This is an optimization exercise on Yosys and OpenROAD, whose aim is a short achievable clock period and few clock cycles, not a production implementation.
Where RTL was checked, it was by simulation tests only, not by an equivalence proof against the original.
Power figures rest on the tool's default switching activity, not on a simulated workload.

==> run a <==
==> flow/design.v (excerpt) <==
module rv_pipe (
    input  logic                   clk,
    input  logic                   reset_b,
    output logic [10-1:0] imem_addr,
    input  logic [32-1:0]    imem_data,
    output logic                   wb_cyc_o,
    output logic                   wb_stb_o,
    output logic                   wb_we_o,
    output logic [32-1:0]    wb_adr_o,
    output logic [32-1:0]    wb_dat_o,
    input  logic                   wb_ack_i,
    input  logic [32-1:0]    wb_dat_i
);
    pipe_pkg::wb_m2s_t wb_m;
    pipe_pkg::wb_s2m_t wb_s;
    assign wb_s.ack = wb_ack_i;
    assign wb_s.dat = wb_dat_i;
    assign wb_cyc_o = wb_m.cyc;
    assign wb_stb_o = wb_m.stb;
    assign wb_we_o  = wb_m.we;
    assign wb_adr_o = wb_m.adr;
    assign wb_dat_o = wb_m.dat;
    rv_pipe_top u_core (
        .clk       (clk),
        .reset_b   (reset_b),
        .imem_addr (imem_addr),
        .imem_data (imem_data),
        .wb_m      (wb_m),
        .wb_s      (wb_s)
    );
endmodule
Settings: LEC_CHECK=0, CAP_MARGIN=20, CORE_MARGIN=2, CORE_UTILIZATION=45, SETUP_SLACK_MARGIN=3.0, SLEW_MARGIN=20; clock period 8.0 ns.
run.sh (not shown) runs the stock make flow with config.mk's settings and CLKGATE_MAP_FILE= SYNTH_SCRIPT=/design/flow/synth_recipe.tcl, a recipe that flattens the netlist after the stock synthesis.
==> run b (differences from run a) <==
SETUP_SLACK_MARGIN = unset   (was 3.0)
==> run summary <==
                                                                           run a                      run b
Wire length on met1                                                     82800 um                   81700 um
Area used by sequential logic in the layout                           36900 um^2                 36900 um^2
Non-clock buffer count                                                       361                        277
Data arrival time at the worst-slack endpoint                            6.40 ns                    7.70 ns
Wire length of the first global-routing pass                           296000 um                  294000 um
Launching element of the worst setup path              u_core.u_decode.id_ex[18]  u_core.u_decode.id_ex[11]
Largest net degree at the start of global routing                            128                        154
Portion of total power attributed to sequential cells                      0.310                      0.321
Total power of the final layout                                          33.3 mW                    31.9 mW
Run status                                               complete, no violations    complete, no violations
Placed cell count                                                           6271                       6282
TritonRoute pass-1 iters                                                       6                          5
Met1 track utilization from global routing                                 0.375                      0.371
Placed wire-length estimate                                            122000 um                  121000 um
Routability congestion estimate from global placement                      0.939                      0.953
Final #Nets                                                                 4820                       4733
Switching power as a share of total power                                  0.397                      0.396
Testbench counts of run a, summed over its fixed seeds: cycles 86,535.
Testbench counts of run b, summed over its fixed seeds: cycles 86,535.


==> run F: inputs <==
rv_pipe, a different RTL version from the one above (not shown whole).
export LEC_CHECK = 0
export CAP_MARGIN = 20
export CORE_MARGIN = 2
export CORE_UTILIZATION = 40
export SLEW_MARGIN = 20
create_clock -name core_clock -period 8.0 [get_ports {clk}]
==> run P: changes against run F <==
--- a/flow/design.v
+++ b/flow/design.v
@@ -51,14 +51,15 @@
 endpackage
 `default_nettype wire
 `default_nettype none
 package pipe_pkg;
     typedef struct packed {
         logic [32-1:0] pc;
         logic [32-1:0] inst;
+        logic                pred;       
     } if_id_t;
     typedef struct packed {
         logic [32-1:0]   pc;
         logic [32-1:0]   rs1_val;    
         logic [32-1:0]   rs2_val;
         logic [32-1:0]   imm;        
         logic [5-1:0] rs1;
@@ -67,14 +68,15 @@
         logic                  use_rs2;
         logic                  alu_src;    
         logic [2:0]            alu_op;     
         logic [2:0]            br_kind;    
         logic                  mem_read;
         logic                  mem_write;
         logic                  reg_write;
+        logic                  pred;
     } id_ex_t;
     typedef struct packed {
         logic [32-1:0]   alu_res;       
         logic [32-1:0]   store_data;
         logic [5-1:0] rd;
         logic                  mem_read;
         logic                  mem_write;
@@ -114,34 +116,46 @@
     input  logic [32-1:0]    target,
     output logic [10-1:0] imem_addr,
     input  logic [32-1:0]    imem_data,     
     output pipe_pkg::if_id_t       if_id
 );
     logic [32-1:0] pc;
     assign imem_addr = pc[10+1:2];    
+    logic       f_pred;
+    logic [2:0] f_f3;
+    assign f_f3   = imem_data[14:12];
+    assign f_pred = imem_data[6:0] == 7'b1100011 &&
+                    (f_f3 == 3'b000 || f_f3 == 3'b001 || f_f3 == 3'b100 || f_f3 == 3'b101) &&
+                    ((imem_data[19:15] == imem_data[24:20]) ? (f_f3 == 3'b000 || f_f3 == 3'b101)
+                                                            : (imem_data[31] || f_f3[0]));
     always_ff @(posedge clk or negedge reset_b) begin
         if (!reset_b) begin
             pc <= '0;
         end else if (redirect) begin
             pc <= target;
         end else if (!load_stall && !freeze) begin
-            pc <= pc + 32'd4;
+            pc <= f_pred ? pc + {{19{imem_data[31]}}, imem_data[31], imem_data[7],
+                                 imem_data[30:25], imem_data[11:8], 1'b0}
+                         : pc + 32'd4;
         end
     end
     always_ff @(posedge clk or negedge reset_b) begin
         if (!reset_b) begin
             if_id.pc   <= '0;
             if_id.inst <= 32'h0000_0013;
+            if_id.pred <= 1'b0;
         end else if (!freeze) begin
             if (redirect) begin
                 if_id.pc   <= '0;    
                 if_id.inst <= 32'h0000_0013;
+                if_id.pred <= 1'b0;
             end else if (!load_stall) begin
                 if_id.pc   <= pc;
                 if_id.inst <= imem_data;
+                if_id.pred <= f_pred;
             end
         end
     end
 endmodule
 `default_nettype wire
 `default_nettype none
 `timescale 1ns/1ps
@@ -234,14 +248,15 @@
         id_d.use_rs2   = use_rs2;
         id_d.alu_src   = is_imm | is_load | is_store;
         id_d.alu_op    = alu_op;
         id_d.br_kind   = br_kind;
         id_d.mem_read  = is_load;
         id_d.mem_write = is_store;
         id_d.reg_write = is_op | is_imm | is_load;    
+        id_d.pred      = if_id.pred;
     end
     always_ff @(posedge clk or negedge reset_b) begin
         if (!reset_b) begin
             id_ex <= '0;
         end else if (!freeze) begin
             id_ex <= (redirect || load_stall) ? '0 : id_d;    
         end
@@ -307,16 +322,16 @@
             isa_pkg::EQ: taken = eq;
             isa_pkg::NE: taken = !eq;
             isa_pkg::LT: taken = lt;
             isa_pkg::GE: taken = !lt;
             default:     taken = 1'b0;
         endcase
     end
-    assign target   = id_ex.pc + id_ex.imm;
-    assign redirect = taken && !freeze;    
+    assign target   = id_ex.pred ? id_ex.pc + 32'd4 : id_ex.pc + id_ex.imm;
+    assign redirect = (taken != id_ex.pred) && !freeze;    
     always_ff @(posedge clk or negedge reset_b) begin
         if (!reset_b) begin
             ex_mem <= '0;
         end else if (!freeze) begin
             ex_mem.alu_res    <= alu_res;
             ex_mem.store_data <= rs2_fwd;
             ex_mem.rd         <= id_ex.rd;
- CORE_UTILIZATION: 40 -> 45
- SETUP_SLACK_MARGIN: unset -> 2.0
==> flow_metrics.py <==
metrics = {
    "outcome": {
        "status": "complete, no violations",
    },
    "floorplanning": {
        "start_util_pct": 40.20,
    },
    "worst_setup_path": {
        "critPathMostFrequentCell": "a21o_1",
    },
    "global_route": {
        "grt_util_met3_pct": 4.593,
    },
    "yosys": {
        "yosysUniqueCellTypes": 95,
        "yosysSeqAreaShare_pct": 56.34,
    },
    "min_path": {
        "hp-start": "u_core.u_execute.ex_mem[20]",
    },
    "drt": {
        "wirelength_mm": 195.8,
    },
}
-- figures above: run F

==> flow_metrics.py <==
metrics = {
    "min_path": {
        "hp-start": "u_core.u_execute.ex_mem[21]",
        "min_path_cells": 2,
    },
    "global_route": {
        "grt_util_met3_pct": 4.153,
    },
    "yosys": {
        "yosysUniqueCellTypes": 82,
        "yosysSeqAreaShare_pct": 55.51,
    },
    "drt": {
        "wirelength_mm": 206.6,
    },
    "outcome": {
        "status": "complete, no violations",
    },
}
-- figures above: run P

Testbench counts of run P, summed over its fixed seeds: cycles 86,535.
No functional check of the RTL was part of run F.

[re-timing with driven ports]
The results above use ideal ports. As a check the final layouts listed here were re-extracted and re-timed, cells and wires unchanged.
Step 1 (the two cells are an assumption about what drives the block):
set clk [get_ports {clk}]
set_driving_cell -lib_cell sky130_fd_sc_hd__clkbuf_16 $clk
set_driving_cell -lib_cell sky130_fd_sc_hd__buf_2 [delete_from_list [all_inputs] $clk]
Step 2 times the ports against the registers' clock, not the clock port: input delays grow and output delays shrink by t, the midpoint of the rising clock arrivals with the driver on.
Slacks: no drivers / after step 1 / after step 2; pairs: no drivers / after step 1.
run | t (ns) | setup WS [ns] | slew at the worst register clock pin (ns)
run a | 0.866 | 2.267 / 2.267 / 2.267 | 0.07 / 0.07
run b | 0.855 | 0.978 / 0.978 / 0.978 | 0.06 / 0.06
run F | 0.844 | 1.219 / 1.219 / 1.219 | 0.07 / 0.07
run P | 0.857 | 2.084 / 2.084 / 2.084 | 0.07 / 0.07
After both steps setup and hold are still met in every run listed.
